Background: an optimization exercise with open tools, aiming at small area, a short achievable clock period and few clock cycles per item. Do not read the settings as production practice.
Only simulation tests tie the RTL to the original design; equivalence was not proved.
Power is estimated from default activity; no workload was simulated.

Design mcm_pipe, start of the top module:
module mcm_pipe (
    input  logic         clk,
    input  logic         rst,
    input  logic         in_valid,
    output logic         in_ready,
    input  logic [31:0]  in_x,
    input  logic [4:0]   in_frac,
    input  logic         in_mode,
    output logic         out_valid,
    input  logic         out_ready,
    output logic [255:0] out_y
);
For scale: about 3100 cells after synthesis, roughly 320 flip-flops, ~0.030 mm2 of cells after synthesis.
==> flow/config.mk <==
export PLATFORM = sky130hd
export DESIGN_NAME = mcm_pipe
export DESIGN_NICKNAME = mcm_pipe
export VERILOG_FILES = /design/flow/design.v
export SDC_FILE = /design/flow/constraint.sdc
export NUM_CORES = 4
export LEC_CHECK = 0
export CAP_MARGIN = 20
export CORE_MARGIN = 2
export CORE_UTILIZATION = 40
export SLEW_MARGIN = 20
==> flow/constraint.sdc <==
create_clock -name core_clock -period 10.0 [get_ports {clk}]
set_input_delay 2.0000 -clock core_clock [delete_from_list [all_inputs] [get_ports {clk}]]
set_output_delay 2.0000 -clock core_clock [all_outputs]
set_load 0.01 [all_outputs]
standard.sh (not shown) runs the stock make flow with config.mk's settings and CLKGATE_MAP_FILE= SYNTH_SCRIPT=/design/flow/synth_recipe.tcl, a recipe that flattens the netlist after the stock synthesis.
==> flow/flow/run.sh <==
#!/bin/bash
set -euo pipefail
cd "$(dirname "$0")/.."
export BUFFER_PORTS_ARGS="-buffer_cell sky130_fd_sc_hd__buf_1"
export SETUP_SLACK_MARGIN=6.0
bash standard.sh > standard_flow.log 2>&1
Testbench counts at the start, summed over its fixed seeds: cycles 9,616, items 9,600.
Next try:
--- a/flow/design.v
+++ b/flow/design.v
@@ -441,17 +441,17 @@
     assign n60 = n43 ^ n44 ^ n29;
     assign n61 = (n43 & n44) | (n29 & (n43 ^ n44));
     assign n62 = n45 ^ n46 ^ 1'b1;
     assign n63 = (n45 & n46) | (1'b1 & (n45 ^ n46));
     assign n64 = n47 ^ n24 ^ n31;
     assign n65 = (n47 & n24) | (n31 & (n47 ^ n24));
     wire [12:0] n66 = {1'b1, n33, n65, n63, n61, n59, n57, n55, n53, n51, n49, n48, n1};
     wire [12:0] n67 = {1'b0, 1'b1, n32, n64, n62, n60, n58, n56, n54, n52, n50, 1'b1, 1'b0};
-    wire [12:0] n68 = ~((~n66) - n67 - 13'd1);
+    wire [12:0] n68 = ~((~n66) + (~n67) + 13'd0);
     assign y[15:0] = {{3{n68[12]}}, n68};
     assign n69 = (c[5] & x[0]);
     assign n70 = (c[5] & x[1]) | (c[6] & x[0]);
     assign n71 = (c[5] & x[2]) | (c[6] & x[1]);
     assign n72 = (c[5] & x[3]) | (c[6] & x[2]);
     assign n73 = (c[5] & x[4]) | (c[6] & x[3]);
     assign n74 = (c[5] & x[5]) | (c[6] & x[4]);
     assign n75 = (c[5] & x[6]) | (c[6] & x[5]);
@@ -530,17 +530,17 @@
     assign n148 = n127 ^ n128 ^ 1'b1;
     assign n149 = (n127 & n128) | (1'b1 & (n127 ^ n128));
     assign n150 = n129 ^ n76;
     assign n151 = n129 & n76;
     assign n152 = n77 ^ 1'b1;
     assign n153 = n77 & 1'b1;
     wire [13:0] n154 = {n151, n149, n147, n145, n143, n141, n139, n137, n135, n133, n131, n130, n79, n78};
     wire [13:0] n155 = {n152, n150, n148, n146, n144, n142, n140, n138, n136, n134, n132, 1'b1, n99, n98};
-    wire [13:0] n156 = ~((~n154) - n155 - 14'd1);
+    wire [13:0] n156 = ~((~n154) + (~n155) + 14'd0);
     assign y[31:16] = {2'd0, n156};
     assign n157 = (c[16] & x[0]);
     assign n158 = (c[16] & x[1]) | (c[17] & x[0]);
     assign n159 = (c[16] & x[2]) | (c[17] & x[1]);
     assign n160 = (c[16] & x[3]) | (c[17] & x[2]);
     assign n161 = (c[16] & x[4]) | (c[17] & x[3]);
     assign n162 = (c[16] & x[5]) | (c[17] & x[4]);
     assign n163 = (c[16] & x[6]) | (c[17] & x[5]);
@@ -619,17 +619,17 @@
     assign n236 = n215 ^ n216 ^ 1'b1;
     assign n237 = (n215 & n216) | (1'b1 & (n215 ^ n216));
     assign n238 = n217 ^ n164;
     assign n239 = n217 & n164;
     assign n240 = n165 ^ 1'b1;
     assign n241 = n165 & 1'b1;
     wire [13:0] n242 = {n239, n237, n235, n233, n231, n229, n227, n225, n223, n221, n219, n218, n167, n166};
     wire [13:0] n243 = {n240, n238, n236, n234, n232, n230, n228, n226, n224, n222, n220, 1'b1, n187, n186};
-    wire [13:0] n244 = ~((~n242) - n243 - 14'd1);
+    wire [13:0] n244 = ~((~n242) + (~n243) + 14'd0);
     assign y[47:32] = {2'd0, n244};
     assign n245 = ~((c[27] & x[0]));
     assign n246 = ~((c[27] & x[1]));
     assign n247 = ~((c[27] & x[2]));
     assign n248 = ~((c[27] & x[3]));
     assign n249 = ~((c[27] & x[4]));
     assign n250 = ~((c[27] & x[5]));
     assign n251 = ~((c[27] & x[6]));
@@ -688,17 +688,17 @@
     assign n304 = n287 ^ n288 ^ n273;
     assign n305 = (n287 & n288) | (n273 & (n287 ^ n288));
     assign n306 = n289 ^ n290 ^ 1'b1;
     assign n307 = (n289 & n290) | (1'b1 & (n289 ^ n290));
     assign n308 = n291 ^ n268 ^ n275;
     assign n309 = (n291 & n268) | (n275 & (n291 ^ n268));
     wire [12:0] n310 = {1'b1, n277, n309, n307, n305, n303, n301, n299, n297, n295, n293, n292, n245};
     wire [12:0] n311 = {1'b0, 1'b1, n276, n308, n306, n304, n302, n300, n298, n296, n294, 1'b1, 1'b0};
-    wire [12:0] n312 = ~((~n310) - n311 - 13'd1);
+    wire [12:0] n312 = ~((~n310) + (~n311) + 13'd0);
     assign y[63:48] = {{3{n312[12]}}, n312};
 endmodule
 import mcm_pkg::*;
 module mcm_pipe (
     input  logic         clk,
     input  logic         rst,
     input  logic         in_valid,
     output logic         in_ready,
Outcome:
- maximum frequency is lower by 0.87%
- global-route usage is lower by 0.29 points
- flip-flop and latch count stays the same
- worst hold slack barely changes
- total power is lower by 3.8%
- final area is lower by 1.5%
- utilization is lower by 0.30 points
- register-to-register slack is worse by 0.05 ns
- via count is lower by 3.1%
- sequential power is about the same
Testbench counts after the change, summed over its fixed seeds: cycles 9,616, items 9,600.


Setup of purple:
Another version of the RTL of mcm_pipe (not shown whole).
For scale: roughly 2800 cells after synthesis, roughly 65 flip-flops, about 300 I/O pins.
clock: 10.0 ns
lec_check: 0
cap_margin: 20
core_margin: 2
core_utilization: 40
setup_slack_margin: 3.5
slew_margin: 20
==> flow/flow/run.sh <==
#!/bin/bash
set -euo pipefail
cd "$(dirname "$0")/.."
export BUFFER_PORTS_ARGS="-buffer_cell sky130_fd_sc_hd__buf_2"
bash standard.sh > standard_flow.log 2>&1
Testbench counts of purple, summed over its fixed seeds: cycles 9,608, items 9,600.
### purple -> red
--- a/flow/design.v
+++ b/flow/design.v
@@ -443,13 +443,13 @@
     assign n62 = n45 ^ n46 ^ 1'b1;
     assign n63 = (n45 & n46) | (1'b1 & (n45 ^ n46));
     assign n64 = n47 ^ n24 ^ n31;
     assign n65 = (n47 & n24) | (n31 & (n47 ^ n24));
     wire [12:0] n66 = {1'b1, n33, n65, n63, n61, n59, n57, n55, n53, n51, n49, n48, n1};
     wire [12:0] n67 = {1'b0, 1'b1, n32, n64, n62, n60, n58, n56, n54, n52, n50, 1'b1, 1'b0};
-    wire [12:0] n68 = ~((~n66) + (~n67) + 13'd0);
+    wire [12:0] n68 = ~((~n66) - n67 - 13'd1);
     assign y[15:0] = {{3{n68[12]}}, n68};
     assign n69 = (c[5] & x[0]);
     assign n70 = (c[5] & x[1]) | (c[6] & x[0]);
     assign n71 = (c[5] & x[2]) | (c[6] & x[1]);
     assign n72 = (c[5] & x[3]) | (c[6] & x[2]);
     assign n73 = (c[5] & x[4]) | (c[6] & x[3]);
@@ -532,13 +532,13 @@
     assign n150 = n129 ^ n76;
     assign n151 = n129 & n76;
     assign n152 = n77 ^ 1'b1;
     assign n153 = n77 & 1'b1;
     wire [13:0] n154 = {n151, n149, n147, n145, n143, n141, n139, n137, n135, n133, n131, n130, n79, n78};
     wire [13:0] n155 = {n152, n150, n148, n146, n144, n142, n140, n138, n136, n134, n132, 1'b1, n99, n98};
-    wire [13:0] n156 = ~((~n154) + (~n155) + 14'd0);
+    wire [13:0] n156 = ~((~n154) - n155 - 14'd1);
     assign y[31:16] = {2'd0, n156};
     assign n157 = (c[16] & x[0]);
     assign n158 = (c[16] & x[1]) | (c[17] & x[0]);
     assign n159 = (c[16] & x[2]) | (c[17] & x[1]);
     assign n160 = (c[16] & x[3]) | (c[17] & x[2]);
     assign n161 = (c[16] & x[4]) | (c[17] & x[3]);
@@ -621,13 +621,13 @@
     assign n238 = n217 ^ n164;
     assign n239 = n217 & n164;
     assign n240 = n165 ^ 1'b1;
     assign n241 = n165 & 1'b1;
     wire [13:0] n242 = {n239, n237, n235, n233, n231, n229, n227, n225, n223, n221, n219, n218, n167, n166};
     wire [13:0] n243 = {n240, n238, n236, n234, n232, n230, n228, n226, n224, n222, n220, 1'b1, n187, n186};
-    wire [13:0] n244 = ~((~n242) + (~n243) + 14'd0);
+    wire [13:0] n244 = ~((~n242) - n243 - 14'd1);
     assign y[47:32] = {2'd0, n244};
     assign n245 = ~((c[27] & x[0]));
     assign n246 = ~((c[27] & x[1]));
     assign n247 = ~((c[27] & x[2]));
     assign n248 = ~((c[27] & x[3]));
     assign n249 = ~((c[27] & x[4]));
@@ -690,13 +690,13 @@
     assign n306 = n289 ^ n290 ^ 1'b1;
     assign n307 = (n289 & n290) | (1'b1 & (n289 ^ n290));
     assign n308 = n291 ^ n268 ^ n275;
     assign n309 = (n291 & n268) | (n275 & (n291 ^ n268));
     wire [12:0] n310 = {1'b1, n277, n309, n307, n305, n303, n301, n299, n297, n295, n293, n292, n245};
     wire [12:0] n311 = {1'b0, 1'b1, n276, n308, n306, n304, n302, n300, n298, n296, n294, 1'b1, 1'b0};
-    wire [12:0] n312 = ~((~n310) + (~n311) + 13'd0);
+    wire [12:0] n312 = ~((~n310) - n311 - 13'd1);
     assign y[63:48] = {{3{n312[12]}}, n312};
 endmodule
 import mcm_pkg::*;
 module mcm_pipe (
     input  logic         clk,
     input  logic         rst,
--- outcome ---
red did not stop at any stage, and its layout met the timing, design-rule and antenna checks. Multi-input gate share of total cell area (red over purple): decrease, 0.20 points. Re total congestion overflow after global routing: no difference whatsoever between red and purple. Setup slack came out lower on red than on purple. Power in sequential cells delta (red -> purple): insignificant. Of purple and red, red shows the lower overall track demand over capacity in global routing, with purple above it.
Testbench counts of red, summed over its fixed seeds: cycles 9,608, items 9,600.


Another version of the RTL of mcm_pipe (not shown whole).
For scale: about 3000 cells after synthesis, roughly 350 flip-flops.
==> module mcm_pipe, before the edit <==
module mcm_pipe (
    input  logic         clk,
    input  logic         rst,
    input  logic         in_valid,
    output logic         in_ready,
    input  logic [31:0]  in_x,
    input  logic [4:0]   in_frac,
    input  logic         in_mode,
    output logic         out_valid,
    input  logic         out_ready,
    output logic [255:0] out_y
);
    localparam int unsigned NB = 54;
    logic                    sk_valid;
    logic [31:0]             sk_x;
    logic [5:0]              sk_idx;
    logic                    s1_valid;
    logic                    s2_valid;
    logic                    s1_load;
    logic                    s2_load;
    logic [31:0]             src_x;
    logic [5:0]              src_idx;
    logic [31:0]             x_q;
    logic [mcm_pkg::CW-1:0]  c_q;
    logic [mcm_pkg::CW-1:0]  c_qn;    
    logic [63:0]             y_c [4];
    logic [NB-1:0]           r_q [4];
    assign in_ready  = !sk_valid;
    assign s2_load   = !s2_valid || out_ready;
    assign s1_load   = !s1_valid || s2_load;
    assign out_valid = s2_valid;
    assign src_x     = sk_valid ? sk_x   : in_x;
    assign src_idx   = sk_valid ? sk_idx : {in_mode, in_frac};
    always_ff @(posedge clk) begin
        if (rst) begin
            sk_valid <= 1'b0;
            s1_valid <= 1'b0;
            s2_valid <= 1'b0;
        end else begin
            if (sk_valid) begin
                if (s1_load) sk_valid <= 1'b0;
            end else begin
                if (!s1_load) sk_valid <= in_valid;
            end
            if (s1_load) s1_valid <= sk_valid || in_valid;
            if (s2_load) s2_valid <= s1_valid;
        end
    end
    always_ff @(posedge clk) begin
        if (!sk_valid) begin
            sk_x   <= in_x;
            sk_idx <= {in_mode, in_frac};
        end
    end
    always_ff @(posedge clk) begin
        if (s1_load) begin
            x_q <= src_x;
            c_q <= mcm_pkg::coef_row(src_idx);
            c_qn <= ~mcm_pkg::coef_row(src_idx);
        end
    end
    for (genvar ch = 0; ch < 4; ch++) begin : g_lane
        mcm_lane #(.CW(mcm_pkg::CW)) u_lane (.x(x_q[ch*8 +: 8]), .c((ch < 2) ? c_q : ~c_qn), .y(y_c[ch]));
        always_ff @(posedge clk) begin
            if (s2_load) r_q[ch] <= {y_c[ch][60:48], y_c[ch][45:32], y_c[ch][29:16], y_c[ch][12:0]};
        end
        assign out_y[ch*64 +: 64] = {{{3{r_q[ch][53]}}, r_q[ch][53:41]}, {2'd0, r_q[ch][40:27]}, {2'd0, r_q[ch][26:13]}, {{3{r_q[ch][12]}}, r_q[ch][12:0]}};
    end
endmodule
==> flow/config.mk <==
export PLATFORM = sky130hd
export DESIGN_NAME = mcm_pipe
export DESIGN_NICKNAME = mcm_pipe
export VERILOG_FILES = /design/flow/design.v
export SDC_FILE = /design/flow/constraint.sdc
export NUM_CORES = 4
export LEC_CHECK = 0
export CAP_MARGIN = 20
export CORE_MARGIN = 2
export CORE_UTILIZATION = 40
export SETUP_SLACK_MARGIN = 5
export SLEW_MARGIN = 20
==> flow/constraint.sdc <==
create_clock -name core_clock -period 10.0 [get_ports {clk}]
set_input_delay 2.0000 -clock core_clock [delete_from_list [all_inputs] [get_ports {clk}]]
set_output_delay 2.0000 -clock core_clock [all_outputs]
set_load 0.01 [all_outputs]
Scripts as last shown in full above: flow/flow/run.sh
The starting point passed the timing, design-rule and antenna checks.
Testbench counts at the start, summed over its fixed seeds: cycles 9,616, items 9,600.
Rerun with:
--- a/flow/design.v
+++ b/flow/design.v
@@ -711,54 +711,31 @@
 );
     localparam int unsigned NB = 54;
-    logic                    sk_valid;
-    logic [31:0]             sk_x;
-    logic [5:0]              sk_idx;
     logic                    s1_valid;
     logic                    s2_valid;
-    logic                    s1_load;
     logic                    s2_load;
-    logic [31:0]             src_x;
-    logic [5:0]              src_idx;
     logic [31:0]             x_q;
     logic [mcm_pkg::CW-1:0]  c_q;
-    logic [mcm_pkg::CW-1:0]  c_qn;    
     logic [63:0]             y_c [4];
     logic [NB-1:0]           r_q [4];
-    assign in_ready  = !sk_valid;
     assign s2_load   = !s2_valid || out_ready;
-    assign s1_load   = !s1_valid || s2_load;
+    assign in_ready  = !s1_valid || s2_load;
     assign out_valid = s2_valid;
-    assign src_x     = sk_valid ? sk_x   : in_x;
-    assign src_idx   = sk_valid ? sk_idx : {in_mode, in_frac};
     always_ff @(posedge clk) begin
         if (rst) begin
-            sk_valid <= 1'b0;
             s1_valid <= 1'b0;
             s2_valid <= 1'b0;
         end else begin
-            if (sk_valid) begin
-                if (s1_load) sk_valid <= 1'b0;
-            end else begin
-                if (!s1_load) sk_valid <= in_valid;
-            end
-            if (s1_load) s1_valid <= sk_valid || in_valid;
-            if (s2_load) s2_valid <= s1_valid;
+            if (in_ready) s1_valid <= in_valid;
+            if (s2_load)  s2_valid <= s1_valid;
         end
     end
     always_ff @(posedge clk) begin
-        if (!sk_valid) begin
-            sk_x   <= in_x;
-            sk_idx <= {in_mode, in_frac};
-        end
-    end
-    always_ff @(posedge clk) begin
-        if (s1_load) begin
-            x_q <= src_x;
-            c_q <= mcm_pkg::coef_row(src_idx);
-            c_qn <= ~mcm_pkg::coef_row(src_idx);
+        if (in_ready) begin
+            x_q <= in_x;
+            c_q <= mcm_pkg::coef_row({in_mode, in_frac});
         end
     end
     for (genvar ch = 0; ch < 4; ch++) begin : g_lane
-        mcm_lane #(.CW(mcm_pkg::CW)) u_lane (.x(x_q[ch*8 +: 8]), .c((ch < 2) ? c_q : ~c_qn), .y(y_c[ch]));
+        mcm_lane #(.CW(mcm_pkg::CW)) u_lane (.x(x_q[ch*8 +: 8]), .c(c_q), .y(y_c[ch]));
         always_ff @(posedge clk) begin
             if (s2_load) r_q[ch] <= {y_c[ch][60:48], y_c[ch][45:32], y_c[ch][29:16], y_c[ch][12:0]};
The changed run passed the timing, design-rule and antenna checks.
Core utilization is about the same.
Critical path depth is lower by 7.
Synthesized area is lower by 4.7%.
Cell area is lower by 4.3%.
Non-clock buffer count is higher by 33.
Combinational power is higher by about 4%.
Synthesized cell count is lower by 0.62%.
Worst hold slack improved by 63 ps.
Sequential power is lower by 17%.
Setup slack improved by 220 ps.
Testbench counts after the change, summed over its fixed seeds: cycles 9,616, items 9,600.

==> static timing again, ports no longer ideal <==
The flow's constraints put no driver on any port. The routed layouts listed below were extracted and timed again, unchanged, in two steps.
Step 1 sets driving cells, clkbuf_16 on the clock port and buf_2 on the other inputs (assumed; they add their load-dependent delay and slew).
Step 2 moves the port delays by t, midway between the first and last clock arrival at a register: inputs arrive t later, outputs are due t later. That takes back most of the time a late clock gives input paths.
Slacks: ideal ports / drivers / drivers and shift; pairs: ideal ports / drivers.
| run | t, ns | setup WS [ns] | worst setup path at the end | clock arrival spread, ns |
|---|---|---|---|---|
| the first run of note 1 | 0.641 | 6.175 / 6.112 / 5.630 | input to register | 0.020 / 0.020 |
| the second run of note 1 | 0.637 | 6.141 / 6.141 / 5.651 | input to register | 0.035 / 0.035 |
| purple | 0.423 | 3.693 / 3.638 / 4.061 | register to output | 0.021 / 0.020 |
| red | 0.412 | 3.578 / 3.531 / 3.944 | register to output | 0.013 / 0.013 |
| the first run of note 3 | 0.637 | 5.249 / 5.249 / 5.249 | register to register | 0.030 / 0.030 |
| the second run of note 3 | 0.625 | 5.471 / 5.450 / 5.450 | input to output | 0.025 / 0.025 |
After both steps setup and hold are still met in every run listed. For the first run of note 1, which loses most, drivers alone change the setup slack by -0.063 ns; drivers and shift together by -0.545 ns.
